From an optimization exercise on the open Yosys and OpenROAD flow, aimed at small area, a short achievable clock period and few clock cycles per item; shortcuts taken in it are not production practice.
Where RTL was checked, it was by simulation tests only, not by an equivalence proof against the original.
For run 9, only the layout was checked, not whether the RTL still works.

==> flow/design.v, too long to show whole: its modules and the start of the top module <==
// module bch_xor2: 7 lines
// module bch_par_lfsr: 847 lines
// module bch_encoder_seq: 82 lines
// module bch_hold: 12 lines
module bch_encoder_seq
#(
    parameter int BEAT_W = 128
) (
    input  logic              clk,
    input  logic              rst_n,
    input  logic              in_valid,
    output logic              in_ready,
    input  logic [BEAT_W-1:0] in_data,
    output logic              out_valid,
    input  logic              out_ready,
    output logic [CW_W-1:0]   out_codeword,
    output logic              busy
);
  // ...
==> flow/flow/run.sh <==
#!/bin/bash
# Standard layout, with single-drive port buffers, a tighter setup target for repair and CTS options.
set -euo pipefail
export BUFFER_PORTS_ARGS="-buffer_cell sky130_fd_sc_hd__buf_1"
export SETUP_SLACK_MARGIN=10
export CTS_ARGS="-sink_clustering_enable -repair_clock_nets -dont_use_dummy_load"
bash standard.sh > standard.log 2>&1
==> flow/standard.sh <==
#!/bin/bash
# synth_recipe.tcl (not shown) runs the flow's synth.tcl, then flattens the netlist and writes it again
# the make line also repeats each setting of config.mk as NAME=value (left out here)
make -C /OpenROAD-flow-scripts/flow DESIGN_CONFIG=/design/flow/config.mk WORK_HOME=/design/flow/orfs CLKGATE_MAP_FILE= SYNTH_SCRIPT=/design/flow/synth_recipe.tcl "${@:-finish}"
==> flow/config.mk <==
export PLATFORM = sky130hd
export DESIGN_NAME = bch_encoder_seq
export DESIGN_NICKNAME = bch_encoder_seq
export VERILOG_FILES = /design/flow/design.v
export SDC_FILE = /design/flow/constraint.sdc
export NUM_CORES = 4
export LEC_CHECK = 0
export CAP_MARGIN = 20
export CORE_MARGIN = 2
export CORE_UTILIZATION = 60
export SLEW_MARGIN = 20
export SYNTH_HIERARCHICAL = 1
export SYNTH_MINIMUM_KEEP_SIZE = 0
==> flow/constraint.sdc <==
create_clock -name core_clock -period 14.0 [get_ports {clk}]
set_input_delay 2.8000 -clock core_clock [delete_from_list [all_inputs] [get_ports {clk}]]
set_output_delay 2.8000 -clock core_clock [all_outputs]
set_load 0.01 [all_outputs]
==> flow_metrics.tcl, run 1 <==
set metrics [dict create \
    outcome "timing/DRC/antenna clean" \
    grt.busiest_layer "met2" \
    grt_max_degree 78 \
    cts.sinks 834 \
    ys.flop_type "dfxtp_1" \
    worstSetupEndpoint "in_ready" \
    grt_pass1_wl_um 183000 \
    yosysSeqAreaShare_pct 50.4 \
    path_cells "buf_6" \
    antenna_found_initial 0 \
    r2r_setup_slack_ps 9960 \
    start_kind "register" \
    worst_setup_path_end_kind "primary output" \
    synth_edf_count 0 \
    cts_resized 145 \
    stdcell_area_mm2 0.0389 \
    inverters 4 \
    numCtsBuffers 79 \
    use_met3_pct 8.56 \
    rsz0062_at_grt "true" \
    areaGrowthSynthToFinish_pct 17.3 \
    dr.pass1.iters 5 \
    post-place-ws_ps 8470 \
    seq_area_mm2 0.0167 \
    dominant_cells "registers" \
    slew_headroom_pct 14.7 \
    wl_met1_um 51100 \
    antenna_cells 1 \
    clockBufferDepth 3 \
    detail-route-antenna-nets 0 \
]
Testbench counts, summed over its fixed seeds: cycles 2,064, items 512.
==> inputs of run 2 (changes only) <==
--- a/flow/flow/run.sh
+++ b/flow/flow/run.sh
@@ -5,3 +5,3 @@
 export SETUP_SLACK_MARGIN=10
-export CTS_ARGS="-sink_clustering_enable -repair_clock_nets -dont_use_dummy_load"
+export CTS_ARGS="-sink_clustering_enable -repair_clock_nets -dont_use_dummy_load -sink_clustering_size 30 -sink_clustering_max_diameter 100"
 bash standard.sh > standard.log 2>&1
==> run 2 against run 1 <==
Sequential share of layout area grew 1.4 points. Global-route usage is 1.8 points lower. Design area decreased by 3.1%. Synthesized area unchanged. Setup slack lost 26 ps. Wire length shrank 3.7%. Cell count is 1.1% lower. Hold slack better by 16 ps. Via count decreased by 2.4%. Synthesized cell count did not move.
==> flow_metrics.tcl, run 2 <==
set metrics [dict create \
    rsz0062_at_grt "true" \
    path_max_fanout 51 \
    clockRootBuffer "clkbuf_16" \
    antenna_found_initial 0 \
    synthSimpleGateAreaFrac_pct 0.897 \
    synth_cell_type_count 27 \
    post-route-period-util_pct 29.1 \
    tns_ps 0 \
    worst_setup_path_end_kind "register" \
    synth.largest_area_cell "dfxtp_1" \
    r2r-end "par_q[3]$_DFF_P_" \
    clk_pin_slew_ps 110 \
    drc 0 \
    seq_area_mm2 0.0167 \
    areaGrowthSynthToFinish_pct 13.6 \
    synth_area_mm2 0.0332 \
    slowest_stage "dfrtp_4" \
    critPathRequiredTime_ps 14530 \
    outcome "timing/DRC/antenna clean" \
    coreArea_mm2 0.0549 \
    rows 86 \
    tightest_slew_ps 1260 \
    wl_per_cell_um 31.4 \
    hp-class "register to register" \
    synth_area_leaders "dfxtp_1 (50%), a22o_1 (22%), xor2_1 (21%)" \
    io_pins 677 \
    multi_input_area_mm2 0.0158 \
    hold_path_end "m0_q[13]$_DFF_P_" \
    dieArea_mm2 0.0572 \
    initial_core_util_pct 60.5 \
    grtUsageTotal_pct 42.1 \
    drt_iter0_drc 2635 \
    synthTopCellsByCount "a22o_1 (828), dfxtp_1 (828), xor2_1 (805)" \
    drive_above_1_share_pct 8.22 \
    insertion_delay_ps 610 \
    cp_common_cell "xor2_1" \
    syn_area_per_cell_um2 12.1 \
    vias_per_cell 6.45 \
    fin_hold_ws_ps 470 \
    wl_um 127000 \
    yosys.area_share.xor_xnor_pct 21.3 \
    timing.final.ws_setup_ps 9920 \
    final_nets 3457 \
    synth_top_area_share_pct 49.9 \
    detail-route-antenna-nets 0 \
    path_class "register to register" \
    die_y_um 239 \
    path_cells "or2_4 -> buf_12 -> and2_1 -> xor2_2 -> xor2_1 -> xor2_1 -> xor2_1 -> xor2_1 -> xor2_1 -> xor2_1 -> a22o_1" \
    gr-total-overflow 0 \
    antenna_cells 0 \
    skew_ps 56.5 \
    hold_depth 1 \
    r2r_setup_slack_ps 9920 \
    final-max-slew-violation-count 0 \
    numCtsBuffers 36 \
    grt_max_degree 78 \
    cts_tree "yes" \
    synthMuxAreaShare_pct 0 \
    setup_viol 0 \
    mostFrequentLayoutCells "a22o_1 (828), dfxtp_1 (826), xor2_1 (705)" \
    htreeDepth 2 \
    grt_pass1_wl_um 176000 \
    cts.sinks 834 \
    fill_cells 3925 \
    start_kind "register" \
    dp_hpwl_um 93500 \
    mostFrequentLayoutCell "a22o_1" \
    rr_startpoint "cnt_q[1]$_DFF_PN0_" \
    vias 26000 \
    grt_pass1_vias 24900 \
    hold_buffers 0 \
    die_width_um 239 \
    fmax_mhz 245 \
    reg2regPathDepth 11 \
    clockBufferDepth 3 \
    slew_headroom_pct 15.5 \
    yosysSeqAreaShare_pct 50.4 \
    synth_top_family_by_area "compound AO/OA/AOI/OAI gates" \
    gp_congestion 1.11 \
    yosys_warnings 7 \
    hp-start "m0_q[13]$_DFF_P_" \
    dr.pass1.iters 5 \
    async_reset_ff_share_pct 0.719 \
    cp.arrival_ps 4610 \
    syn_inst 2744 \
    period_needed_ps 4080 \
    synth_edf_count 0 \
    synth_compound_area_share_pct 22.0 \
    hold_violations 0 \
    syn_nets 2876 \
    cap_violations 0 \
    io_buffers 676 \
    post-place-ws_ps 8470 \
    synthAdderAreaFrac_pct 0 \
    ys_seq_elements 834 \
    cp_slowest_stage_delay_ps 550 \
    ys.flop_type "dfxtp_1" \
]
-- run 2: cell types whose count changed in the layout (fill, tap and decap cells not counted), sizes merged --
cell	previous run	this run
diode	1	0
buf	719	731
clkbuf	116	62
-- run 2: cell families after synthesis --
kind of cell | after synthesis
xor+xnor | 806
buf+inv | 220
flops | 834
simple gates | 49
compound gates | 835
-- run 2: stage by stage --
stage	instances	area (um2)	util, %
after floorplan	2744	33200	-
after global placement	3965	35300	64.3
after detailed placement	3966	35300	64.4
after global routing	4027	37700	68.8
final	4027	37700	68.8
after CTS	4018	37300	68.0
-- run 2: what timing repair did --
action                     CTS  global route
setup endpoints to repair   72            82
gates resized for setup    125            59
buffers inserted            14             9
pin swaps                    8             3
gates cloned                 2             0
-- run 2: how the worst max path moves through the flow --
stage	from	endpoint	depth (start not counted)
final	cnt_q[1]$_DFF_PN0_	par_q[3]$_DFF_P_	11
after floorplan	cnt_q[0]$_DFF_PN0_	par_q[10]$_DFF_P_	13
after global placement	cnt_q[1]$_DFF_PN0_	rem_q[6]$_DFF_P_	11
after global routing	rdy_q$_DFF_PN1_	in_ready	1
after CTS	cnt_q[1]$_DFF_PN0_	par_q[1]$_DFF_P_	11
after detailed placement	cnt_q[1]$_DFF_PN0_	par_q[19]$_DFF_P_	11
-- run 2: Yosys stat by module, one instance, submodules excluded, a selection --
module | cell area, um2 | flops+latches | copies in the design | cells inside
bch_xor2 | 8.76 | 0 | 805 | 1
bch_encoder_seq | 17100 | 834 | 1 | 901
-- run 2: area by class of cell --
cell class,instances,share of cell area (%)
flip-flops and latches,834,44.4
inverters,4,0.0597
clock buffers,36,2.39
repair buffers,757,8.85
multi-input cells,1692,42.0
well taps,704,2.33
-- run 2: routing by layer --
metal	track usage [%]	wire length, um
met2	68.4	58800
met5	0	0
met1	56.2	50600
met3	7.12	11100
met4	16.2	6000
-- run 2: critical path, delay by kind of cell (launching register included) --
family,cells,cell delay (ps)
xor+xnor,7,2440
simple gates,2,570
flops,1,550
buf+inv,1,230
compound gates,1,210
==> module bch_encoder_seq, before the edit <==
module bch_encoder_seq
#(
    parameter int BEAT_W = 128
) (
    input  logic              clk,
    input  logic              rst_n,
    input  logic              in_valid,
    output logic              in_ready,
    input  logic [BEAT_W-1:0] in_data,
    output logic              out_valid,
    input  logic              out_ready,
    output logic [CW_W-1:0]   out_codeword,
    output logic              busy
);
    logic [1:0]        cnt_q, cnt_d;      
    logic              pend_q, pend_d;    
    logic              inv_q, inv_d;      
    logic              rdy_q, busy_q;
    logic              in_fire, core_rdy, take;
    logic [BEAT_W-1:0] in_q, skid_q, m0_q, m1_q, m2_q, m3_q;
    logic [PAR_W-1:0]  rem_q, par_q, rem_src, rem_d;
    assign in_fire  = in_valid & rdy_q;
    assign core_rdy = (cnt_q == 2'd0) | ~pend_q;
    assign take     = inv_q & core_rdy;
    assign rem_src = (cnt_q == 2'd0) ? '0 : rem_q;
    bch_par_lfsr #(.BEAT_W(BEAT_W)) u_lfsr (
        .rem_i  (rem_src),
        .data_i (in_q),
        .rem_o  (rem_d)
    );
    assign cnt_d  = cnt_q + {1'b0, take};
    assign pend_d = (pend_q & ~out_ready) | (take & (cnt_q == 2'd3));
    assign inv_d  = in_fire | (inv_q & ~core_rdy);
    always_ff @(posedge clk or negedge rst_n) begin
        if (!rst_n) begin
            cnt_q  <= 2'd0;
            pend_q <= 1'b0;
            inv_q  <= 1'b0;
            rdy_q  <= 1'b1;
            busy_q <= 1'b0;
        end else begin
            cnt_q  <= cnt_d;
            pend_q <= pend_d;
            inv_q  <= inv_d;
            rdy_q  <= ~inv_d | (cnt_d == 2'd0) | ~pend_d;
            busy_q <= inv_d | (cnt_d != 2'd0) | pend_d;
        end
    end
    logic              in_en, skid_en, m0_en, m1_en, m2_en, m3_en, rem_en, par_en;
    logic [BEAT_W-1:0] in_nx, skid_nx, m0_nx, m1_nx, m2_nx, m3_nx;
    logic [PAR_W-1:0]  rem_nx, par_nx;
    assign in_en   = ~inv_q | core_rdy;
    assign skid_en = (cnt_q == 2'd0);
    assign m0_en   = ~pend_q;
    assign m1_en   = ~pend_q & (cnt_q == 2'd1);
    assign m2_en   = ~pend_q & (cnt_q == 2'd2);
    assign m3_en   = ~pend_q & (cnt_q == 2'd3);
    assign rem_en  = take;
    assign par_en  = take & (cnt_q == 2'd3);
    bch_hold #(.W(BEAT_W)) u_h_in   (.s(in_en),   .sn(~in_en),   .a(in_q),   .b(in_data), .y(in_nx));
    bch_hold #(.W(BEAT_W)) u_h_skid (.s(skid_en), .sn(~skid_en), .a(skid_q), .b(in_q),    .y(skid_nx));
    bch_hold #(.W(BEAT_W)) u_h_m0   (.s(m0_en),   .sn(~m0_en),   .a(m0_q),   .b(skid_q),  .y(m0_nx));
    bch_hold #(.W(BEAT_W)) u_h_m1   (.s(m1_en),   .sn(~m1_en),   .a(m1_q),   .b(in_q),    .y(m1_nx));
    bch_hold #(.W(BEAT_W)) u_h_m2   (.s(m2_en),   .sn(~m2_en),   .a(m2_q),   .b(in_q),    .y(m2_nx));
    bch_hold #(.W(BEAT_W)) u_h_m3   (.s(m3_en),   .sn(~m3_en),   .a(m3_q),   .b(in_q),    .y(m3_nx));
    bch_hold #(.W(PAR_W))  u_h_rem  (.s(rem_en),  .sn(~rem_en),  .a(rem_q),  .b(rem_d),   .y(rem_nx));
    bch_hold #(.W(PAR_W))  u_h_par  (.s(par_en),  .sn(~par_en),  .a(par_q),  .b(rem_d),   .y(par_nx));
    always_ff @(posedge clk) begin
        in_q   <= in_nx;
        skid_q <= skid_nx;
        m0_q   <= m0_nx;
        m1_q   <= m1_nx;
        m2_q   <= m2_nx;
        m3_q   <= m3_nx;
        rem_q  <= rem_nx;
        par_q  <= par_nx;
    end
    assign in_ready     = rdy_q;
    assign busy         = busy_q;
    assign out_valid    = pend_q;
    assign out_codeword = {m0_q, m1_q, m2_q, m3_q, par_q};
endmodule
==> inputs of run 3 (changes only) <==
--- a/flow/design.v
+++ b/flow/design.v
@@ -898,3 +898,3 @@
     logic [BEAT_W-1:0] in_q, skid_q, m0_q, m1_q, m2_q, m3_q;
-    logic [PAR_W-1:0]  rem_q, par_q, rem_src, rem_d;
+    logic [PAR_W-1:0]  rem_q, par_q, rem_d;
     assign in_fire  = in_valid & rdy_q;
@@ -902,5 +902,4 @@
     assign take     = inv_q & core_rdy;
-    assign rem_src = (cnt_q == 2'd0) ? '0 : rem_q;
     bch_par_lfsr #(.BEAT_W(BEAT_W)) u_lfsr (
-        .rem_i  (rem_src),
+        .rem_i  (rem_q),
         .data_i (in_q),
@@ -916,3 +915,3 @@
             inv_q  <= 1'b0;
-            rdy_q  <= 1'b1;
+            rdy_q  <= 1'b0;
             busy_q <= 1'b0;
@@ -926,3 +925,3 @@
     end
-    logic              in_en, skid_en, m0_en, m1_en, m2_en, m3_en, rem_en, par_en;
+    logic              in_en, skid_en, m0_en, m1_en, m2_en, m3_en, rem_en, rem_keep, par_en;
     logic [BEAT_W-1:0] in_nx, skid_nx, m0_nx, m1_nx, m2_nx, m3_nx;
@@ -935,3 +934,4 @@
     assign m3_en   = ~pend_q & (cnt_q == 2'd3);
-    assign rem_en  = take;
+    assign rem_en   = take & (cnt_q != 2'd3);
+    assign rem_keep = ~take & (cnt_q != 2'd0);
     assign par_en  = take & (cnt_q == 2'd3);
@@ -943,3 +943,3 @@
     bch_hold #(.W(BEAT_W)) u_h_m3   (.s(m3_en),   .sn(~m3_en),   .a(m3_q),   .b(in_q),    .y(m3_nx));
-    bch_hold #(.W(PAR_W))  u_h_rem  (.s(rem_en),  .sn(~rem_en),  .a(rem_q),  .b(rem_d),   .y(rem_nx));
+    bch_hold #(.W(PAR_W))  u_h_rem  (.s(rem_en),  .sn(rem_keep),  .a(rem_q),  .b(rem_d),   .y(rem_nx));
     bch_hold #(.W(PAR_W))  u_h_par  (.s(par_en),  .sn(~par_en),  .a(par_q),  .b(rem_d),   .y(par_nx));
==> run 3 against run 2 <==
Clock skew decreased by 15 ps. Register-to-register slack improved by 60 ps. Still clean. Critical path depth decreased by 3. Hold slack improved by 7.7 ps. Global-route usage about the same. Via count decreased by 1.1%. Critical path type unchanged. Utilization decreased by 1.8 points. First-iteration DRC count increased by 7.6%.
==> flow_metrics.tcl, run 3 <==
set metrics [dict create \
    outcome "timing/DRC/antenna clean" \
    post-place-ws_ps 9640 \
    clockBufferDepth 3 \
    grt_pass1_wl_um 175000 \
    dp_hpwl_um 92300 \
    wl_met2_um 57500 \
    path_class "register to register" \
    setup_viol 0 \
    fin_hold_ws_ps 478 \
    fin_cells 3962 \
    drt_iter0_drc 2836 \
    cap_violations 0 \
    mostFrequentLayoutCells "a22o_1 (828), dfxtp_1 (807), xor2_1 (795)" \
    clockRootBuffer "clkbuf_16" \
    hold_buffers 0 \
    rows 85 \
    detail-route-antenna-nets 0 \
    numCtsBuffers 34 \
    final-max-slew-violation-count 0 \
    syn_area_per_cell_um2 12.2 \
    ys_seq_elements 834 \
    timing.final.ws_setup_ps 9980 \
    start_kind "register" \
    top_layer "met4" \
    coreArea_mm2 0.0540 \
    final_nets 3400 \
    multi_input_area_mm2 0.0146 \
    cts.sinks 834 \
    grt_pass1_vias 24600 \
    clk_pin_slew_ps 110 \
    vias_per_cell 6.49 \
    dr.pass1.iters 6 \
    wl_um 125000 \
    drc 0 \
    initial_core_util_pct 61.0 \
    tightest_slew_ps 1130 \
    period_needed_ps 4020 \
    gr-total-overflow 0 \
    placed_area_mm2 0.0351 \
    syn_nets 2836 \
    die_width_um 238 \
    slew_headroom_pct 24.1 \
    synth_top_area_share_pct 50.3 \
    dr_wl_met3_um 12000 \
    ys.flop_type "dfxtp_1" \
    dieArea_mm2 0.0569 \
    wl_per_cell_um 31.6 \
    critPathRequiredTime_ps 14490 \
    areaGrowthSynthToFinish_pct 9.66 \
    hold_violations 0 \
    insertion_delay_ps 590 \
    synth_edf_count 0 \
    skew_ps 41.4 \
    async_reset_ff_share_pct 0.719 \
    synth_area_mm2 0.0330 \
    synth_cell_type_count 23 \
    io_pins 677 \
    synth_area_leaders "dfxtp_1 (50%), a22o_1 (22%), xor2_1 (21%)" \
    worst_setup_path_end_kind "register" \
    antenna_found_initial 1 \
    cts_tree "yes" \
    fmax_mhz 249 \
    yosys_warnings 7 \
    path_max_fanout 8 \
    fill_cells 3975 \
    drive_above_1_share_pct 5.15 \
    finish.utilization_pct 66.9 \
    wl_met1_um 49100 \
    rsz0062_at_grt "true" \
    cp.arrival_ps 4510 \
    mostFrequentLayoutCell "a22o_1" \
    syn_inst 2703 \
    hp-class "register to register" \
    synth.largest_area_cell "dfxtp_1" \
    htreeDepth 2 \
    grt_max_degree 79 \
    dp.cells 3924 \
    gp_congestion 1.11 \
    vias 25700 \
    seq_area_mm2 0.0168 \
    die_y_um 238 \
    tns_ps 0 \
    grtUsageTotal_pct 42.1 \
    stdcell_area_mm2 0.0362 \
    io_buffers 676 \
    synthTopCellsByCount "a22o_1 (828), dfxtp_1 (828), xor2_1 (806)" \
    yosysSeqAreaShare_pct 50.7 \
    post-route-period-util_pct 28.7 \
]
## run 3: final timing paths
check                                    from           endpoint  slack [ps]  cells past startpoint
min in group asynchronous               rst_n   busy_q$_DFF_PN0_        2060                      1
min reg2reg                skid_q[10]$_DFF_P_   m0_q[10]$_DFF_P_         480                      1
max in group asynchronous               rst_n   pend_q$_DFF_PN0_       11680                      1
max reg2reg                  in_q[65]$_DFF_P_  rem_q[25]$_DFF_P_        9980                      8
min                        skid_q[10]$_DFF_P_   m0_q[10]$_DFF_P_         480                      1
max                          in_q[65]$_DFF_P_  rem_q[25]$_DFF_P_        9980                      8
## run 3: cell type report
type / instances / area share, %
antenna: 1 / 0.00692
clock buffer: 34 / 2.35
multi-input combinational: 1651 / 40.2
timing repair buffer: 739 / 8.53
tap: 696 / 2.41
sequential: 834 / 46.4
inverter: 7 / 0.114
## run 3: critical path, stage by stage, from the launching register on
cell and delay, ps:
dfxtp_1 880, xor2_1 730, xor2_1 420, xor2_1 490, xor2_1 320, xor2_1 300
xor2_1 380, xor2_1 160, a22o_1 250
## run 3: per-layer routing
| layer | GRT usage (%) | vias to the layer above |
|---|---|---|
| met4 | 18.7 | 0 |
| met3 | 7.51 | 341 |
| met5 | 0 | - |
| li1 | - | 10800 |
| met1 | 55.8 | 12800 |
| met2 | 67.6 | 1808 |
## run 3: timing repair
item | CTS | global route
endpoints found under the setup margin | 34 | 36
setup buffers | 3 | 0
resized for setup | 33 | 29
## run 3: logic make-up after synthesis
kind of cell | count (synthesis) | share of synthesized area [%]
buffers and inverters | 218 | 5.49
and+or+nand+nor | 9 | 0.175
xor gates and xnor gates | 806 | 21.4
adders and majority gates | 1 | 0.0379
AOI/OAI and AO/OA | 835 | 22.2
DFF | 834 | 50.7
## run 3: modules after synthesis (local to each module, per instance), a selection
module | times used | cell area, um2
bch_xor2 | 805 | 8.76
bch_encoder_seq | 1 | 16900
Testbench counts of run 3, summed over its fixed seeds: cycles 2,064, items 512.
==> inputs of run 4 (changes only) <==
==> flow/flow/run.sh (replaced) <==
#!/bin/bash
# Standard layout, with single-drive port buffers, a tighter setup target for repair and CTS options.
set -euo pipefail
export BUFFER_PORTS_ARGS="-buffer_cell sky130_fd_sc_hd__buf_1"
export SETUP_SLACK_MARGIN=10
export CTS_ARGS="-sink_clustering_enable -repair_clock_nets -dont_use_dummy_load -sink_clustering_size 25 -sink_clustering_max_diameter 100"
bash standard.sh > standard.log 2>&1
--- a/flow/config.mk
+++ b/flow/config.mk
@@ -13 +13,2 @@
 export SYNTH_MINIMUM_KEEP_SIZE = 0
+export TNS_END_PERCENT = 5
==> run 4 against run 3 <==
Global-route usage is 0.18 points higher. Clock skew hardly changed. Cell count is 0.15% higher. Maximum frequency is 4.1% lower. Hold slack worse by 8.3 ps. Register-to-register slack worse by 170 ps. Wire length is 0.33% higher. Utilization is 0.072 points higher.
==> flow_metrics.tcl, run 4 <==
set metrics [dict create \
    vias 26000 \
    cp.arrival_ps 4680 \
    path_depth 8 \
    vias_per_cell 6.56 \
    drt_iter0_drc 2815 \
    cts.sinks 834 \
    tightest_slew_ps 1100 \
    cp_slowest_stage_delay_ps 670 \
    drive_above_1_share_pct 3.88 \
    synth_top_area_share_pct 50.3 \
    areaGrowthSynthToFinish_pct 9.78 \
    initial_core_util_pct 61.0 \
    cp_common_cell "xor2_1" \
    numCtsBuffers 40 \
    synth_top_family_by_area "compound AO/OA/AOI/OAI gates" \
    worst_setup_path_end_kind "register" \
    cap_violations 0 \
    crit_buf_inv 0 \
    tns_ps 0 \
    fmax_mhz 238 \
    drc 0 \
    post-route-period-util_pct 30.0 \
    grt_pass1_wl_um 176000 \
    grtUsageTotal_pct 42.3 \
    hold_path_end "m0_q[82]$_DFF_P_" \
    hold_violations 0 \
    rsz0062_at_grt "true" \
    r2r-end "rem_q[29]$_DFF_P_" \
    gp_congestion 1.11 \
    synthMuxAreaShare_pct 0 \
    synthSimpleGateAreaFrac_pct 0.175 \
    dp_hpwl_um 92300 \
    io_pins 677 \
    antenna_found_initial 1 \
    final-max-slew-violation-count 0 \
    wl_um 126000 \
    ys_seq_elements 834 \
    synthAdderAreaFrac_pct 0.0379 \
    htreeDepth 2 \
    syn_area_per_cell_um2 12.2 \
    path_class "register to register" \
    skew_ps 41.6 \
    ys.flop_type "dfxtp_1" \
    syn_inst 2703 \
    hp-start "skid_q[82]$_DFF_P_" \
    clk_pin_slew_ps 100 \
    die_width_um 238 \
    slew_headroom_pct 26.6 \
    synth.largest_area_cell "dfxtp_1" \
    rr_startpoint "in_q[100]$_DFF_P_" \
    outcome "timing/DRC/antenna clean" \
    dr.pass1.iters 5 \
    detail-route-antenna-nets 0 \
    reg2regPathDepth 8 \
    clockBufferDepth 3 \
    gr-total-overflow 0 \
    r2r_setup_slack_ps 9800 \
    yosysSeqAreaShare_pct 50.7 \
    yosys_warnings 7 \
    async_reset_ff_share_pct 0.719 \
    timing.final.ws_setup_ps 9800 \
    io_buffers 676 \
    dieArea_mm2 0.0569 \
    grt_pass1_vias 24600 \
    setup_viol 0 \
    slowest_stage "xor2_1" \
    wl_per_cell_um 31.7 \
    path_max_fanout 6 \
    cts_tree "yes" \
    hold_buffers 0 \
    synth_area_leaders "dfxtp_1 (50%), a22o_1 (22%), xor2_1 (21%)" \
    hold_depth 1 \
    post-place-ws_ps 9640 \
    critPathRequiredTime_ps 14490 \
    yosys.area_share.xor_xnor_pct 21.4 \
    start_kind "register" \
    mostFrequentLayoutCell "a22o_1" \
    synth_compound_area_share_pct 22.2 \
    mostFrequentLayoutCells "a22o_1 (828), dfxtp_1 (823), xor2_1 (801)" \
    period_needed_ps 4200 \
    clockRootBuffer "clkbuf_16" \
    grt_max_degree 79 \
    crit_family "XOR/XNOR gates" \
    syn_nets 2836 \
    final_nets 3406 \
    path_cells "xor2_1 -> xor2_1 -> xor2_2 -> xor2_2 -> xor2_1 -> xor2_1 -> xor2_1 -> a22o_1" \
    insertion_delay_ps 600 \
    hp-class "register to register" \
    synth_cell_type_count 23 \
    coreArea_mm2 0.0540 \
    synthTopCellsByCount "a22o_1 (828), dfxtp_1 (828), xor2_1 (806)" \
    synth_edf_count 0 \
    die_y_um 238 \
    synth_area_mm2 0.0330 \
    rows 85 \
]
-- run 4: how the worst max path moves through the flow --
stage	start	endpoint	slack [ps]
floorplan	in_valid	busy_q$_DFF_PN0_	10470
global placement	in_q[100]$_DFF_P_	rem_q[29]$_DFF_P_	9450
detailed placement	in_q[100]$_DFF_P_	par_q[29]$_DFF_P_	9640
CTS	m3_q[79]$_DFF_P_	out_codeword[109]	9930
global route	m3_q[79]$_DFF_P_	out_codeword[109]	9920
finish	in_q[100]$_DFF_P_	rem_q[29]$_DFF_P_	9800
-- run 4: layer usage --
| layer | part of all wire [%] | global-route usage [%] |
|---|---|---|
| met1 | 39 | 55.8 |
| met4 | 5.4 | 19.5 |
| met3 | 9.6 | 7.94 |
| met2 | 46 | 67.5 |
| met5 | 0 | 0 |
-- run 4: repair_timing --
action                                  in CTS  in global routing
endpoints found under the setup margin      36                 64
hold endpoints to repair                     0                  0
buffers inserted                             3                  0
resized for setup                            6                  4
-- run 4: cell families after synthesis --
kind of cell	Yosys count
buf+inv	218
simple gates	9
compound gates	835
flops	834
fa+ha+maj	1
xor+xnor	806
-- run 4: per-module statistics from Yosys (local to each module, per instance), a selection --
module,area [um2],flops+latches,times used,cells
bch_encoder_seq,16900,834,1,860
bch_xor2,8.76,0,805,1
-- run 4: cell type report --
type                            instances  area [um2]
Antenna cell                            1        2.50
Clock buffer                           40        1000
Fill cell                            3974       17800
Inverter                                7        41.3
Multi-Input combinational cell       1651       14500
Sequential cell                       834       16700
Tap cell                              696         871
Timing Repair Buffer                  739        3040
-- run 4: metrics by stage --
step	std cells	util, %	instance area, um2	hold WS (ps)
after floorplan	2703	-	33000	441
after global routing	3968	67.0	36200	467
after CTS	3967	67.0	36200	463
after detailed placement	3924	65.0	35100	451
after global placement	3924	65.0	35100	450
final	3968	67.0	36200	470
==> inputs of run 5 (changes only) <==
--- a/flow/design.v
+++ b/flow/design.v
@@ -925,3 +925,3 @@
     end
-    logic              in_en, skid_en, m0_en, m1_en, m2_en, m3_en, rem_en, rem_keep, par_en;
+    logic              in_en, skid_en, m0_en, sh_en, rem_en, rem_keep, par_en;
     logic [BEAT_W-1:0] in_nx, skid_nx, m0_nx, m1_nx, m2_nx, m3_nx;
@@ -931,5 +931,3 @@
     assign m0_en   = ~pend_q;
-    assign m1_en   = ~pend_q & (cnt_q == 2'd1);
-    assign m2_en   = ~pend_q & (cnt_q == 2'd2);
-    assign m3_en   = ~pend_q & (cnt_q == 2'd3);
+    assign sh_en   = take & (cnt_q != 2'd0);
     assign rem_en   = take & (cnt_q != 2'd3);
@@ -940,5 +938,5 @@
     bch_hold #(.W(BEAT_W)) u_h_m0   (.s(m0_en),   .sn(~m0_en),   .a(m0_q),   .b(skid_q),  .y(m0_nx));
-    bch_hold #(.W(BEAT_W)) u_h_m1   (.s(m1_en),   .sn(~m1_en),   .a(m1_q),   .b(in_q),    .y(m1_nx));
-    bch_hold #(.W(BEAT_W)) u_h_m2   (.s(m2_en),   .sn(~m2_en),   .a(m2_q),   .b(in_q),    .y(m2_nx));
-    bch_hold #(.W(BEAT_W)) u_h_m3   (.s(m3_en),   .sn(~m3_en),   .a(m3_q),   .b(in_q),    .y(m3_nx));
+    bch_hold #(.W(BEAT_W)) u_h_m1   (.s(sh_en),   .sn(~sh_en),   .a(m1_q),   .b(m2_q),    .y(m1_nx));
+    bch_hold #(.W(BEAT_W)) u_h_m2   (.s(sh_en),   .sn(~sh_en),   .a(m2_q),   .b(m3_q),    .y(m2_nx));
+    bch_hold #(.W(BEAT_W)) u_h_m3   (.s(sh_en),   .sn(~sh_en),   .a(m3_q),   .b(in_q),    .y(m3_nx));
     bch_hold #(.W(PAR_W))  u_h_rem  (.s(rem_en),  .sn(rem_keep),  .a(rem_q),  .b(rem_d),   .y(rem_nx));
--- a/flow/config.mk
+++ b/flow/config.mk
@@ -9,3 +9,3 @@
 export CORE_MARGIN = 2
-export CORE_UTILIZATION = 60
+export CORE_UTILIZATION = 75
 export SLEW_MARGIN = 20
@@ -13,2 +13 @@
 export SYNTH_MINIMUM_KEEP_SIZE = 0
-export TNS_END_PERCENT = 5
==> run 5 against run 4 <==
Critical path depth unchanged. Maximum frequency increased by 3.3%. Sequential cell count stayed put. Hold slack gained 6.7 ps. Non-clock buffer count shrank 37. Register-to-register slack improved by 130 ps. First-iteration DRC count up 12%. Global-route usage rose by 1.1 points. Still clean.
==> flow_metrics.tcl, run 5 <==
set metrics [dict create \
    die_y_um 214 \
    io_pins 677 \
    async_reset_ff_share_pct 0.719 \
    fmax_mhz 246 \
    clk_pin_slew_ps 100 \
    cp.arrival_ps 4530 \
    synth_top_area_share_pct 50.3 \
    gr-total-overflow 0 \
    wl_per_cell_um 27.3 \
    initial_core_util_pct 76.2 \
    tns_ps 0 \
    die_width_um 214 \
    mostFrequentLayoutCells "a22o_1 (828), xor2_1 (804), dfxtp_1 (799)" \
    r2r-end "par_q[12]$_DFF_P_" \
    worst_setup_path_end_kind "register" \
    yosysSeqAreaShare_pct 50.7 \
    r2r_setup_slack_ps 9940 \
    path_max_fanout 4 \
    syn_area_per_cell_um2 12.2 \
    synth_edf_count 0 \
    clockBufferDepth 3 \
    drive_above_1_share_pct 5.32 \
    rsz0062_at_grt "true" \
    hold_path_end "m0_q[114]$_DFF_P_" \
    synthSimpleGateAreaFrac_pct 0.235 \
    timing.final.ws_setup_ps 9940 \
    dp.cells 3774 \
    final-max-slew-violation-count 0 \
    detail-route-antenna-nets 0 \
    mostFrequentLayoutCell "a22o_1" \
    synthMuxAreaShare_pct 0 \
    grtUsageTotal_pct 43.4 \
    synthTopCellsByCount "a22o_1 (828), dfxtp_1 (828), xor2_1 (805)" \
    hold_violations 0 \
    cts_tree "yes" \
    hp-class "register to register" \
    critPathRequiredTime_ps 14470 \
    coreArea_mm2 0.0433 \
    synth.largest_area_cell "dfxtp_1" \
    reg2regPathDepth 8 \
    synth_area_leaders "dfxtp_1 (50%), a22o_1 (22%), xor2_1 (21%)" \
    fill_cells 2681 \
    vias_per_cell 6.50 \
    ys.flop_type "dfxtp_1" \
    dr.pass1.iters 8 \
    post-place-ws_ps 9820 \
    cts.sinks 834 \
    syn_nets 2837 \
    clockRootBuffer "clkbuf_16" \
    drc 0 \
    numCtsBuffers 39 \
    outcome "timing/DRC/antenna clean" \
    skew_ps 37.5 \
    multi_input_area_mm2 0.0145 \
    yosys.area_share.xor_xnor_pct 21.4 \
    htreeDepth 2 \
    grt.busiest_layer "met2" \
    yosys_warnings 7 \
    io_buffers 676 \
    period_needed_ps 4060 \
    synthAdderAreaFrac_pct 0 \
    use_met3_pct 12.8 \
    synth_compound_area_share_pct 22.2 \
    setup_viol 0 \
    ys_seq_elements 834 \
    grtUsageMet1_pct 55.2 \
    insertion_delay_ps 600 \
    rows 76 \
    hp-start "m0_q[114]$_DFF_P_" \
    grt_pass1_wl_um 147000 \
    cap_violations 0 \
    seq_area_mm2 0.0168 \
    use_met2_pct 66.6 \
    post-route-period-util_pct 29.0 \
    dp_hpwl_um 74700 \
    grt_max_degree 112 \
    synth_cell_type_count 26 \
    finish.utilization_pct 82.9 \
    vias 24800 \
    grt_pass1_vias 23000 \
    wl_um 104000 \
    areaGrowthSynthToFinish_pct 8.73 \
    gp_congestion 1.31 \
    synth_area_mm2 0.0330 \
    path_class "register to register" \
    syn_inst 2705 \
    start_kind "register" \
    tightest_slew_ps 1270 \
    dieArea_mm2 0.0457 \
    slew_headroom_pct 15.3 \
    synth_top_family_by_area "compound AO/OA/AOI/OAI gates" \
    rr_startpoint "in_q[98]$_DFF_P_" \
    final_nets 3368 \
    antenna_found_initial 2 \
    hold_depth 1 \
    drt_iter0_drc 3160 \
    fin_cells 3821 \
]
[run 5: worst max path at each step]
stage	from	to	slack [ps]	depth (start not counted)
floorplan	in_valid	busy_q$_DFF_PN0_	10460	2
global placement	cnt_q[1]$_DFF_PN0_	m1_q[65]$_DFF_P_	9980	5
detailed placement	cnt_q[1]$_DFF_PN0_	m3_q[47]$_DFF_P_	9820	5
CTS	pend_q$_DFF_PN0_	out_valid	9980	1
global route	pend_q$_DFF_PN0_	out_valid	9980	1
finish	in_q[98]$_DFF_P_	par_q[12]$_DFF_P_	9940	8
[run 5: metal layers]
metal	routed length, um	share of wire [%]
met1	39500	38
met2	46800	45
met3	11700	11
met4	6220	6.0
met5	0	0
[run 5: cell type report]
cell class | instances | area share (%)
Clock buffer | 39 | 2.72
Inverter | 4 | 0.0628
Timing Repair Buffer | 702 | 8.04
Sequential cell | 834 | 46.8
Multi-Input combinational cell | 1655 | 40.4
Antenna cell | 2 | 0.0140
Tap cell | 585 | 2.04
[run 5: kinds of logic after synthesis]
kind of cell | after synthesis
compound gates | 836
simple gates | 13
flops | 834
buf+inv | 216
xor+xnor | 806
[run 5: modules after synthesis (local to each module, per instance), excerpt]
| module | area [um2] | copies in the design |
|---|---|---|
| bch_xor2 | 8.76 | 805 |
| bch_encoder_seq | 16900 | 1 |
[run 5: metrics by stage]
stage | instance area, um2 | hold WS, ps
after global routing | 35900 | 488
after CTS | 35700 | 475
final | 35900 | 476
after floorplan | 33000 | 441
after global placement | 34600 | 450
after detailed placement | 34600 | 451
[run 5: critical path, stage by stage (launching register included)]
cell and delay, ps:
dfxtp_1 490, xor2_1 760, xor2_1 400, xor2_1 670, xor2_1 230, xor2_1 180, xor2_1 720, xor2_1 220
a22o_1 280
[run 5: repair_timing]
| action | 4_1_cts | 5_1_grt |
|---|---|---|
| hold buffers | 0 | 0 |
| endpoints found under the setup margin | 172 | 147 |
| resized for setup | 65 | 42 |
| buffers inserted | 4 | 1 |
Testbench counts of run 5, summed over its fixed seeds: cycles 2,064, items 512.
==> inputs of run 6 (changes only) <==
--- a/flow/flow/run.sh
+++ b/flow/flow/run.sh
@@ -4,3 +4,3 @@
 export BUFFER_PORTS_ARGS="-buffer_cell sky130_fd_sc_hd__buf_1"
-export SETUP_SLACK_MARGIN=10
+export SETUP_SLACK_MARGIN=10.1
 export CTS_ARGS="-sink_clustering_enable -repair_clock_nets -dont_use_dummy_load -sink_clustering_size 25 -sink_clustering_max_diameter 100"
--- a/flow/config.mk
+++ b/flow/config.mk
@@ -9,3 +9,3 @@
 export CORE_MARGIN = 2
-export CORE_UTILIZATION = 75
+export CORE_UTILIZATION = 60
 export SLEW_MARGIN = 20
==> run 6 against run 5 <==
Cell count up 7.9%. Hold slack worse by 12 ps. Sequential cell count did not move. Design area is 10% higher. Via count up 9.9%. Setup slack better by 39 ps. Clock skew rose by 12 ps. Maximum frequency is 0.96% higher. Still clean on timing, DRC and antenna.
==> flow_metrics.tcl, run 6 <==
set metrics [dict create \
    dr.pass1.iters 6 \
    synthSimpleGateAreaFrac_pct 0.235 \
    grt_pass1_vias 24800 \
    cts_tree "yes" \
    worstSetupEndpoint "out_valid" \
    hp-class "register to register" \
    synth.largest_area_cell "dfxtp_1" \
    synth_cell_type_count 26 \
    clockBufferDepth 3 \
    path_cells "buf_6" \
    path_max_fanout 2 \
    path_depth 1 \
    synth_top_family_by_area "compound AO/OA/AOI/OAI gates" \
    synth_area_mm2 0.0330 \
    ys_seq_elements 834 \
    dieArea_mm2 0.0569 \
    io_buffers 676 \
    gr-total-overflow 0 \
    cp.arrival_ps 1220 \
    clk_pin_slew_ps 100 \
    hold_buffers 0 \
    grt_pass1_wl_um 174000 \
    start_kind "register" \
    rr_startpoint "in_q[104]$_DFF_P_" \
    synth_area_leaders "dfxtp_1 (50%), a22o_1 (22%), xor2_1 (21%)" \
    fmax_mhz 249 \
    slowest_stage "dfrtp_4" \
    finish.utilization_pct 73.1 \
    crit_family "flip-flops" \
    synth_top_area_share_pct 50.3 \
    worst_setup_path_end_kind "primary output" \
    placed_area_mm2 0.0350 \
    period_needed_ps 4020 \
    synthAdderAreaFrac_pct 0 \
    tns_ps 0 \
    yosysSeqAreaShare_pct 50.7 \
    outcome "timing/DRC/antenna clean" \
    insertion_delay_ps 610 \
    synth_compound_area_share_pct 22.2 \
    path_class "register to primary output" \
    yosys_warnings 7 \
    crit_buf_inv 1 \
    mostFrequentLayoutCells "a22o_1 (828), xor2_1 (803), dfxtp_2 (441)" \
    yosys.area_share.xor_xnor_pct 21.4 \
    final_nets 3559 \
    syn_area_per_cell_um2 12.2 \
    cts.sinks 834 \
    tightest_slew_ps 1120 \
    fin_cells 4123 \
    wl_um 136000 \
    critPathRequiredTime_ps 11200 \
    ys.flop_type "dfxtp_1" \
    stdcell_area_mm2 0.0396 \
    mostFrequentLayoutCell "a22o_1" \
    drt_iter0_drc 3227 \
    drive_above_1_share_pct 37.4 \
    reg2regPathDepth 8 \
    dp.cells 3912 \
    vias_per_cell 6.62 \
    io_pins 677 \
    setup_viol 0 \
    synth_edf_count 0 \
    slew_headroom_pct 24.8 \
    rsz0062_at_grt "true" \
    vias 27300 \
    syn_inst 2705 \
    initial_core_util_pct 60.9 \
    cap_violations 0 \
    numCtsBuffers 40 \
    wl_per_cell_um 33.0 \
    skew_ps 49.1 \
    drc 0 \
    post-route-period-util_pct 28.7 \
    htreeDepth 2 \
    die_y_um 238 \
    coreArea_mm2 0.0541 \
    final-max-slew-violation-count 0 \
    die_width_um 238 \
    r2r-end "par_q[23]$_DFF_P_" \
    synthTopCellsByCount "a22o_1 (828), dfxtp_1 (828), xor2_1 (805)" \
    rows 85 \
    hold_violations 0 \
    syn_nets 2837 \
    grt_max_degree 103 \
    cp_slowest_stage_delay_ps 500 \
    async_reset_ff_share_pct 0.719 \
    areaGrowthSynthToFinish_pct 20.0 \
    detail-route-antenna-nets 0 \
    antenna_found_initial 4 \
    clockRootBuffer "clkbuf_16" \
    r2r_setup_slack_ps 10130 \
    synthMuxAreaShare_pct 0 \
    gp_congestion 1.06 \
    grtUsageTotal_pct 41.6 \
    dp_hpwl_um 85500 \
    startpoint "pend_q$_DFF_PN0_" \
]
-- run 6: cell counts after synthesis --
Identical to the previous run, type by type.
-- run 6: worst min-delay path by stage --
| stage | cells after the start | startpoint | endpoint |
|---|---|---|---|
| 6_report | 1 | m0_q[95]$_DFF_P_ | m0_q[95]$_DFF_P_ |
| 3_3_place_gp | 1 | m1_q[74]$_DFF_P_ | m1_q[74]$_DFF_P_ |
| 2_1_floorplan | 1 | skid_q[100]$_DFF_P_ | skid_q[100]$_DFF_P_ |
| 4_1_cts | 1 | skid_q[84]$_DFF_P_ | m0_q[84]$_DFF_P_ |
| 3_5_place_dp | 1 | m1_q[117]$_DFF_P_ | m1_q[117]$_DFF_P_ |
| 5_1_grt | 1 | m1_q[5]$_DFF_P_ | m1_q[5]$_DFF_P_ |
-- run 6: routing by layer --
metal  track usage, %  wire length (um)  vias to the layer above
met5                0                12                        -
met4             18.5              9210                        2
met3             7.62             14000                      590
met2             68.0             62400                     2219
met1             53.8             50500                    13400
li1                 -                 -                    11100
-- run 6: cell families (layout without fill, tap and decap cells) --
| group | Yosys count | count (layout) |
|---|---|---|
| compound gates | 836 | 836 |
| flops | 834 | 834 |
| xor+xnor | 806 | 806 |
| buf+inv | 216 | 935 |
| simple gates | 13 | 14 |
| other cells | 0 | 2 |
-- run 6: modules after synthesis (local to each module, per instance), a selection --
module           flip-flops and latches  cells inside  copies in the design  area (um2)
bch_encoder_seq                     834           862                     1       16900
bch_xor2                              0             1                   805        8.76
-- run 6: worst reg2reg max path, stage by stage (launching register included) --
cell	delay [ps]
dfxtp_1	530
xor2_1	680
xor2_1	540
xor2_1	440
xor2_1	510
xor2_1	360
xor2_1	280
xor2_1	290
a22o_1	190
-- run 6: metrics by stage --
stage	setup WS, ps	hold slack [ps]
global placement	9350	449
floorplan	10460	441
detailed placement	9070	451
finish	9980	464
global route	9960	478
CTS	9980	467
-- run 6: area by class of cell --
type	count	area (um2)
multi-input combinational	1656	14500
clock buffer	40	1000
antenna	2	5.00
fill	3221	14500
timing repair buffer	891	5800
inverter	4	22.5
tap	696	871
sequential	834	17400
-- run 6: what timing repair did --
action                     CTS  global route
gates cloned                 1             0
setup endpoints to repair  879           471
gates resized for setup    900           334
buffers inserted            70            98
==> inputs of run 7 (changes only) <==
--- a/flow/flow/run.sh
+++ b/flow/flow/run.sh
@@ -4,3 +4,3 @@
 export BUFFER_PORTS_ARGS="-buffer_cell sky130_fd_sc_hd__buf_1"
-export SETUP_SLACK_MARGIN=10.1
+export SETUP_SLACK_MARGIN=10
 export CTS_ARGS="-sink_clustering_enable -repair_clock_nets -dont_use_dummy_load -sink_clustering_size 25 -sink_clustering_max_diameter 100"
--- a/flow/config.mk
+++ b/flow/config.mk
@@ -9,3 +9,3 @@
 export CORE_MARGIN = 2
-export CORE_UTILIZATION = 60
+export CORE_UTILIZATION = 50
 export SLEW_MARGIN = 20
==> run 7 against run 6 <==
Wire length fell by 11%. Highest routed layer is now met4. Synthesized cell count is the same. Still clean on timing, DRC and antenna. Sequential cell count stayed put.
==> flow_metrics.tcl, run 7 <==
set metrics [dict create \
    drt_iter0_drc 2189 \
    gr-total-overflow 0 \
    tightest_slew_ps 1170 \
    fill_cells 5751 \
    vias 24400 \
    hold_depth 1 \
    initial_core_util_pct 50.3 \
    placed_area_mm2 0.0353 \
    die_width_um 261 \
    clockRootBuffer "clkbuf_16" \
    dieArea_mm2 0.0680 \
    crit_buf_inv 1 \
    mostFrequentLayoutCells "a22o_1 (828), xor2_1 (802), dfxtp_1 (762)" \
    grt_pass1_wl_um 169000 \
    critPathRequiredTime_ps 11200 \
    setup_viol 0 \
    insertion_delay_ps 590 \
    tns_ps 0 \
    syn_nets 2837 \
    synth_top_area_share_pct 50.3 \
    cts_tree "yes" \
    grtUsageTotal_pct 34.0 \
    hold_violations 0 \
    timing.final.ws_setup_ps 9990 \
    finish.utilization_pct 55.7 \
    htreeDepth 2 \
    wl_um 121000 \
    start_kind "register" \
    numCtsBuffers 40 \
    yosysSeqAreaShare_pct 50.7 \
    dp.cells 4083 \
    post-route-period-util_pct 28.7 \
    gp_congestion 1.05 \
    areaGrowthSynthToFinish_pct 10.6 \
    rows 94 \
    synth_cell_type_count 26 \
    grt_pass1_vias 23100 \
    drc 0 \
    worst_setup_path_end_kind "primary output" \
    outcome "timing/DRC/antenna clean" \
    slowest_stage "dfrtp_4" \
    ys_seq_elements 834 \
    dp_hpwl_um 92600 \
    final-max-slew-violation-count 0 \
    crit_family "flip-flops" \
    fin_hold_ws_ps 472 \
    fin_cells 4127 \
    async_reset_ff_share_pct 0.719 \
    syn_inst 2705 \
    grt_max_degree 195 \
    io_pins 677 \
    hp-class "register to register" \
    reg2regPathDepth 8 \
    antenna_found_initial 2 \
    drive_above_1_share_pct 6.96 \
    coreArea_mm2 0.0655 \
    path_class "register to primary output" \
    synthTopCellsByCount "a22o_1 (828), dfxtp_1 (828), xor2_1 (805)" \
    wl_per_cell_um 29.3 \
    slew_headroom_pct 22.0 \
    post-place-ws_ps 10030 \
    ys.flop_type "dfxtp_1" \
    dr.pass1.iters 5 \
    syn_area_per_cell_um2 12.2 \
    synth_area_mm2 0.0330 \
    io_buffers 676 \
    clockBufferDepth 3 \
    period_needed_ps 4010 \
    die_y_um 261 \
    path_cells "buf_6" \
    mostFrequentLayoutCell "a22o_1" \
    synth_edf_count 0 \
    cp.arrival_ps 1210 \
    vias_per_cell 5.90 \
    hold_buffers 0 \
    synth_area_leaders "dfxtp_1 (50%), a22o_1 (22%), xor2_1 (21%)" \
    cp_slowest_stage_delay_ps 500 \
    clk_pin_slew_ps 100 \
    final_nets 3395 \
    cts.sinks 834 \
    fmax_mhz 249 \
    path_depth 1 \
    detail-route-antenna-nets 0 \
    cap_violations 0 \
    skew_ps 29.2 \
    rsz0062_at_grt "true" \
    synth.largest_area_cell "dfxtp_1" \
    path_max_fanout 2 \
    yosys_warnings 7 \
    stdcell_area_mm2 0.0365 \
]
-- run 7: cell types whose count changed in the layout (fill, tap and decap cells not counted), sizes merged --
cell and delta:
and2 -1, buf -172, clkbuf +9
-- run 7: cell type report --
class | instances | area, um2 | area share (%)
antenna | 2 | 5.00 | 0.0137
multi-input combinational | 1655 | 14500 | 39.7
clock buffer | 40 | 1000 | 2.75
inverter | 4 | 22.5 | 0.0618
timing repair buffer | 728 | 3050 | 8.37
sequential | 834 | 16800 | 46.1
tap | 864 | 1080 | 2.96
-- run 7: worst paths after layout --
| check | from | endpoint | slack [ps] |
|---|---|---|---|
| max in group asynchronous | rst_n | pend_q$_DFF_PN0_ | 11650 |
| min in group asynchronous | rst_n | pend_q$_DFF_PN0_ | 2070 |
| max reg2reg | in_q[87]$_DFF_P_ | par_q[8]$_DFF_P_ | 10030 |
| min reg2reg | m1_q[1]$_DFF_P_ | m1_q[1]$_DFF_P_ | 470 |
| min | m1_q[1]$_DFF_P_ | m1_q[1]$_DFF_P_ | 470 |
| max | pend_q$_DFF_PN0_ | out_valid | 9990 |
-- run 7: kinds of logic (layout without fill, tap and decap cells) --
group                     Yosys count  in the layout  share of synthesized area [%]
other                               0              2                              0
and+or+nand+nor                    13             13                          0.235
xor gates and xnor gates          806            806                           21.4
buffers and inverters             216            772                           5.47
AOI/OAI and AO/OA                 836            836                           22.2
DFF                               834            834                           50.7
-- run 7: modules after synthesis (local to each module, per instance), a selection --
module	times used	cell area [um2]	cells	flip-flops and latches
bch_encoder_seq	1	16900	862	834
bch_xor2	805	8.76	1	0
-- run 7: timing repair --
item / CTS / global route
setup endpoints to repair: 44 / 78
setup buffers: 2 / 0
resized for setup: 45 / 83
pin swaps: 0 / 0
-- run 7: routing by layer --
layer	track usage, %	part of all wire [%]	wire length (um)	up-vias
met4	10.4	3.2	3840	0
met3	4.77	5.8	7000	166
met5	0	0	0	-
met1	46.4	44	52800	12400
li1	-	-	-	10800
met2	55.7	47	57500	989
==> inputs of run 8 (changes only) <==
--- a/flow/config.mk
+++ b/flow/config.mk
@@ -9,3 +9,3 @@
 export CORE_MARGIN = 2
-export CORE_UTILIZATION = 50
+export CORE_UTILIZATION = 60
 export SLEW_MARGIN = 20
==> run 8 against run 7 <==
Still clean. Maximum frequency hardly changed. Hold slack got worse by 1.3 ps. Global-route usage increased by 4.4 points.
==> flow_metrics.tcl, run 8 <==
set metrics [dict create \
    wl_per_cell_um 28.9 \
    crit_family "flip-flops" \
    drive_above_1_share_pct 5.24 \
    mostFrequentLayoutCell "a22o_1" \
    wl_um 114000 \
    path_cells "buf_6" \
    start_kind "register" \
    path_max_fanout 2 \
    slowest_stage "dfrtp_4" \
    detail-route-antenna-nets 0 \
    fin_cells 3961 \
    fmax_mhz 249 \
    rsz0062_at_grt "true" \
    path_class "register to primary output" \
    grtUsageTotal_pct 38.4 \
    setup_viol 0 \
    drc 0 \
    synth_area_leaders "dfxtp_1 (50%), a22o_1 (22%), xor2_1 (21%)" \
    syn_nets 2837 \
    htreeDepth 2 \
    dp.cells 3912 \
    gr-total-overflow 0 \
    cp.arrival_ps 1210 \
    syn_inst 2705 \
    hold_violations 0 \
    hp-class "register to register" \
    period_needed_ps 4010 \
    die_width_um 238 \
    fill_cells 3997 \
    worst_setup_path_end_kind "primary output" \
    clk_pin_slew_ps 100 \
    crit_buf_inv 1 \
    insertion_delay_ps 600 \
    synth.largest_area_cell "dfxtp_1" \
    numCtsBuffers 40 \
    cts.sinks 834 \
    clockBufferDepth 3 \
    coreArea_mm2 0.0541 \
    critPathRequiredTime_ps 11200 \
    yosysSeqAreaShare_pct 50.7 \
    dieArea_mm2 0.0569 \
    die_y_um 238 \
    areaGrowthSynthToFinish_pct 9.77 \
    async_reset_ff_share_pct 0.719 \
    io_buffers 676 \
    post-route-period-util_pct 28.6 \
    yosys_warnings 7 \
    grt_pass1_wl_um 161000 \
    ys.flop_type "dfxtp_1" \
    drt_iter0_drc 2266 \
    final_nets 3397 \
    antenna_found_initial 2 \
    synth_edf_count 0 \
    synth_cell_type_count 26 \
    dr.pass1.iters 5 \
    vias_per_cell 6.23 \
    cp_slowest_stage_delay_ps 490 \
    gp_congestion 1.06 \
    tightest_slew_ps 1200 \
    hold_buffers 0 \
    grt_max_degree 103 \
    cts_tree "yes" \
    skew_ps 37.6 \
    dp_hpwl_um 85500 \
    rows 85 \
    vias 24700 \
    mostFrequentLayoutCells "a22o_1 (828), xor2_1 (804), dfxtp_1 (791)" \
    r2r_setup_slack_ps 10060 \
    io_pins 677 \
    grt_pass1_vias 23500 \
    synth_top_area_share_pct 50.3 \
    syn_area_per_cell_um2 12.2 \
    final-max-slew-violation-count 0 \
    synth_area_mm2 0.0330 \
    tns_ps 0 \
    cap_violations 0 \
    clockRootBuffer "clkbuf_16" \
    slew_headroom_pct 19.9 \
    ys_seq_elements 834 \
    initial_core_util_pct 60.9 \
    synthTopCellsByCount "a22o_1 (828), dfxtp_1 (828), xor2_1 (805)" \
    outcome "timing/DRC/antenna clean" \
]
## run 8: cell types whose count changed in the layout (fill, tap and decap cells not counted), sizes merged
| cell | before | now |
|---|---|---|
| and2 | 1 | 2 |
| buf | 684 | 715 |
| clkbuf | 84 | 54 |
## run 8: routing by layer
| metal | GRT usage (%) | wire, um | up-vias |
|---|---|---|---|
| li1 | - | - | 10800 |
| met1 | 51.4 | 47400 | 12300 |
| met2 | 62.0 | 53300 | 1350 |
| met3 | 6.15 | 8610 | 245 |
| met4 | 15.8 | 4940 | 2 |
| met5 | 0 | 12 | - |
## run 8: path summary, 6_finish.rpt
kind,from,end,depth (start not counted)
max,pend_q$_DFF_PN0_,out_valid,1
min,m0_q[20]$_DFF_P_,m0_q[20]$_DFF_P_,1
max reg2reg,in_q[36]$_DFF_P_,par_q[28]$_DFF_P_,8
min reg2reg,m0_q[20]$_DFF_P_,m0_q[20]$_DFF_P_,1
max in group asynchronous,rst_n,pend_q$_DFF_PN0_,1
min in group asynchronous,rst_n,rdy_q$_DFF_PN0_,1
## run 8: area by class of cell
type                       instances  area (um2)  share of cell area [%]
antenna                            2        5.00                  0.0138
clock buffer                      40        1000                    2.77
inverter                           4        22.5                  0.0622
multi-input combinational       1656       14500                    40.0
sequential                       834       16800                    46.4
tap                              696         871                    2.41
timing repair buffer             729        3030                    8.37
## run 8: kinds of logic after synthesis
group,after synthesis,share of synthesized area (%)
xor+xnor,806,21.4
flops,834,50.7
simple gates,13,0.235
buf+inv,216,5.47
compound gates,836,22.2
## run 8: repair_timing
item,4_1_cts,5_1_grt
resized for setup,38,42
cloned,0,1
pin swaps,0,0
buffers inserted,4,1
setup endpoints to repair,278,136
## run 8: stage by stage
step	utilization (%)	cell area, um2	hold slack (ps)	setup slack [ps]
2_1_floorplan	-	33000	441	10460
3_3_place_gp	64.6	35000	449	9350
3_5_place_dp	64.6	35000	451	9070
4_1_cts	66.7	36100	467	9980
5_1_grt	66.9	36200	485	9970
6_report	66.9	36200	471	9990
## run 8: modules after synthesis (local to each module, per instance), a selection
module           copies in the design  cells inside
bch_encoder_seq                     1           862
bch_xor2                          805             1
==> inputs of run 9 (changes only) <==
--- a/flow/design.v
+++ b/flow/design.v
@@ -896,2 +896,3 @@
     logic              rdy_q, busy_q;
+    logic              ov_q;              
     logic              in_fire, core_rdy, take;
@@ -917,2 +918,3 @@
             busy_q <= 1'b0;
+            ov_q   <= 1'b0;
         end else begin
@@ -923,2 +925,3 @@
             busy_q <= inv_d | (cnt_d != 2'd0) | pend_d;
+            ov_q   <= (ov_q & ~out_ready) | (take & (cnt_q == 2'd3));
         end
@@ -955,3 +958,3 @@
     assign busy         = busy_q;
-    assign out_valid    = pend_q;
+    assign out_valid    = ov_q;
     assign out_codeword = {m0_q, m1_q, m2_q, m3_q, par_q};
==> run 9 against run 8 <==
Clock skew up 16 ps. Clock-buffer cell count unchanged. Wire length is 7.6% higher. Utilization down 0.060 points. Hold slack worse by 1.9 ps. Setup slack lost 14 ps. Via count is 2.6% higher. Critical path depth rose by 7. Critical path type is now register to register. Critical endpoint is now par_q[28]$_DFF_P_.
==> flow_metrics.tcl, run 9 <==
set metrics [dict create \
    outcome "timing/DRC/antenna clean" \
    clk_pin_slew_ps 90 \
    wl_per_cell_um 31.1 \
    yosys_warnings 7 \
    post-route-period-util_pct 28.7 \
    hold_depth 1 \
    timing.final.ws_setup_ps 9980 \
    detail-route-antenna-nets 0 \
    drive_above_1_share_pct 5.96 \
    rsz0062_at_grt "false" \
    cp.arrival_ps 4570 \
    fill_cells 3871 \
    worst_setup_path_end_kind "register" \
    path_max_fanout 6 \
    initial_core_util_pct 61.0 \
    synth_top_area_share_pct 50.2 \
    dr.pass1.iters 5 \
    skew_ps 53.2 \
    syn_area_per_cell_um2 12.2 \
    stdcell_area_mm2 0.0362 \
    hold_buffers 0 \
    dp_hpwl_um 90800 \
    path_class "register to register" \
    hp-class "register to register" \
    start_kind "register" \
    cp_slowest_stage_delay_ps 750 \
    grtUsageTotal_pct 41.2 \
    coreArea_mm2 0.0541 \
    tightest_slew_ps 1240 \
    path_cells "xor2_1 -> xor2_1 -> xor2_1 -> xor2_1 -> xor2_1 -> xor2_1 -> xor2_1 -> a22o_1" \
    synth_area_leaders "dfxtp_1 (50%), a22o_1 (22%), xor2_1 (21%)" \
    syn_nets 2840 \
    placed_area_mm2 0.0350 \
    fmax_mhz 248 \
    final_nets 3391 \
    yosysSeqAreaShare_pct 50.7 \
    hp-start "m1_q[59]$_DFF_P_" \
    ys.flop_type "dfxtp_1" \
    synthTopCellsByCount "a22o_1 (828), dfxtp_1 (828), xor2_1 (805)" \
    tns_ps 0 \
    drc 0 \
    vias 25300 \
    die_y_um 239 \
    reg2regPathDepth 8 \
    slowest_stage "dfxtp_1" \
    clockBufferDepth 3 \
    die_width_um 239 \
    setup_viol 0 \
    areaGrowthSynthToFinish_pct 9.56 \
    mostFrequentLayoutCell "a22o_1" \
    multi_input_area_mm2 0.0145 \
    numCtsBuffers 40 \
    io_pins 677 \
    syn_inst 2708 \
    grt_max_degree 113 \
    ys_seq_elements 835 \
    cp_common_cell "xor2_1" \
    htreeDepth 2 \
    mostFrequentLayoutCells "a22o_1 (828), xor2_1 (802), dfxtp_1 (782)" \
    critPathRequiredTime_ps 14540 \
    synth_cell_type_count 27 \
    vias_per_cell 6.40 \
    clockRootBuffer "clkbuf_16" \
    synth_edf_count 0 \
    io_buffers 676 \
    seq_area_mm2 0.0168 \
    final-max-slew-violation-count 0 \
    hold_violations 0 \
    cap_violations 0 \
    startpoint "in_q[97]$_DFF_P_" \
    insertion_delay_ps 600 \
    wl_um 123000 \
    synth_area_mm2 0.0330 \
    slew_headroom_pct 17.2 \
    grt_pass1_wl_um 171000 \
    rr_startpoint "in_q[97]$_DFF_P_" \
    cts.sinks 835 \
    gp_congestion 1.06 \
    antenna_found_initial 3 \
    drt_iter0_drc 2657 \
    rows 85 \
    post-place-ws_ps 9750 \
    period_needed_ps 4020 \
    gr-total-overflow 0 \
    synth.largest_area_cell "dfxtp_1" \
    cts_tree "yes" \
    dieArea_mm2 0.0569 \
    async_reset_ff_share_pct 0.838 \
    grt_pass1_vias 24000 \
]
-- run 9: changes by cell type in the layout (fill, tap and decap cells not counted), moves of 2 or more --
cell / delta
xor2_2: +2
xor2_1: -2
dfxtp_1: -9
buf_8: -3
dfxtp_2: +9
buf_1: -21
buf_4: -3
buf_6: -2
buf_2: +7
clkbuf_2: +15
-- run 9: per-module statistics from Yosys, one instance, submodules excluded, a selection --
module | times used | cell area (um2) | cells | flip-flops and latches
bch_xor2 | 805 | 8.76 | 1 | 0
bch_encoder_seq | 1 | 16900 | 865 | 835
-- run 9: area by class of cell --
class	count	area share, %
clock buffer	40	2.77
inverter	5	0.0726
timing repair buffer	720	8.12
antenna	3	0.0208
tap	696	2.41
multi-input combinational	1657	40.1
sequential	835	46.5
-- run 9: kinds of logic (layout without fill, tap and decap cells) --
group	Yosys count	count (layout)	share of synthesized area, %
compound gates	837	837	22.2
xor+xnor	806	806	21.4
buf+inv	217	765	5.47
flops	835	835	50.7
other cells	0	3	0
simple gates	13	14	0.235
-- run 9: timing repair --
action | CTS | global route
endpoints found under the setup margin | 152 | 135
pin swaps | 0 | 1
gates cloned | 0 | 1
buffers inserted | 0 | 1
gates resized for setup | 46 | 56
-- run 9: path summary, 6_finish.rpt --
kind	endpoint	slack, ps
max	par_q[28]$_DFF_P_	9980
min	m1_q[59]$_DFF_P_	470
max reg2reg	par_q[28]$_DFF_P_	9980
min reg2reg	m1_q[59]$_DFF_P_	470
max in group asynchronous	pend_q$_DFF_PN0_	11600
min in group asynchronous	ov_q$_DFF_PN0_	2090
-- run 9: routing by layer --
metal  up-vias  part of all wire, %  track usage, %
met5         -                    0               0
met4         0                  4.4            16.7
met3       275                  8.3            6.28
met2      1613                   47            67.6
met1     12700                   40            54.6
li1      10800                    -               -
-- run 9: through the flow --
stage | utilization (%) | hold WS [ps] | std cells
final | 66.8 | 469 | 3956
after global routing | 66.8 | 477 | 3956
after CTS | 66.6 | 468 | 3951
after detailed placement | 64.6 | 451 | 3911
after global placement | 64.6 | 450 | 3911
after floorplan | - | 441 | 2708
-- run 9: worst max-delay path: cells and delay by family (launching register included) --
kind           cells  cell delay, ps
flip-flops         1             750
AO/OA/AOI/OAI      1             200
XOR/XNOR           7            3030

-- static timing again, ports no longer ideal --
Ports are ideal in the flow. The routed layouts listed here were re-timed in OpenROAD.
Step 1 (the two cells are an assumption about what drives the block):
set clk [get_ports {clk}]
set_driving_cell -lib_cell sky130_fd_sc_hd__clkbuf_16 $clk
set_driving_cell -lib_cell sky130_fd_sc_hd__buf_2 [delete_from_list [all_inputs] $clk]
Step 2 times the ports against the registers' clock, not the clock port: input delays grow and output delays shrink by t, the midpoint of the rising clock arrivals with the driver on.
Three values: ideal, step 1, step 2; two values: the first two.
run | t, ns | setup slack, ns | hold slack, ns
run 1 | 0.670 | 9.945 / 9.879 / 9.956 | 0.455 / 0.455 / 0.455
run 2 | 0.636 | 9.920 / 9.896 / 9.920 | 0.470 / 0.470 / 0.470
run 3 | 0.633 | 9.977 / 9.929 / 9.977 | 0.478 / 0.478 / 0.478
run 4 | 0.648 | 9.804 / 9.804 / 9.804 | 0.470 / 0.470 / 0.470
run 5 | 0.645 | 9.939 / 9.939 / 9.939 | 0.476 / 0.476 / 0.476
run 6 | 0.653 | 9.978 / 9.910 / 10.128 | 0.464 / 0.464 / 0.464
run 7 | 0.647 | 9.987 / 9.918 / 10.027 | 0.472 / 0.472 / 0.472
run 8 | 0.647 | 9.990 / 9.925 / 10.061 | 0.471 / 0.471 / 0.471
run 9 | 0.637 | 9.975 / 9.915 / 9.975 | 0.469 / 0.469 / 0.469
After both steps every run listed still meets setup and hold.
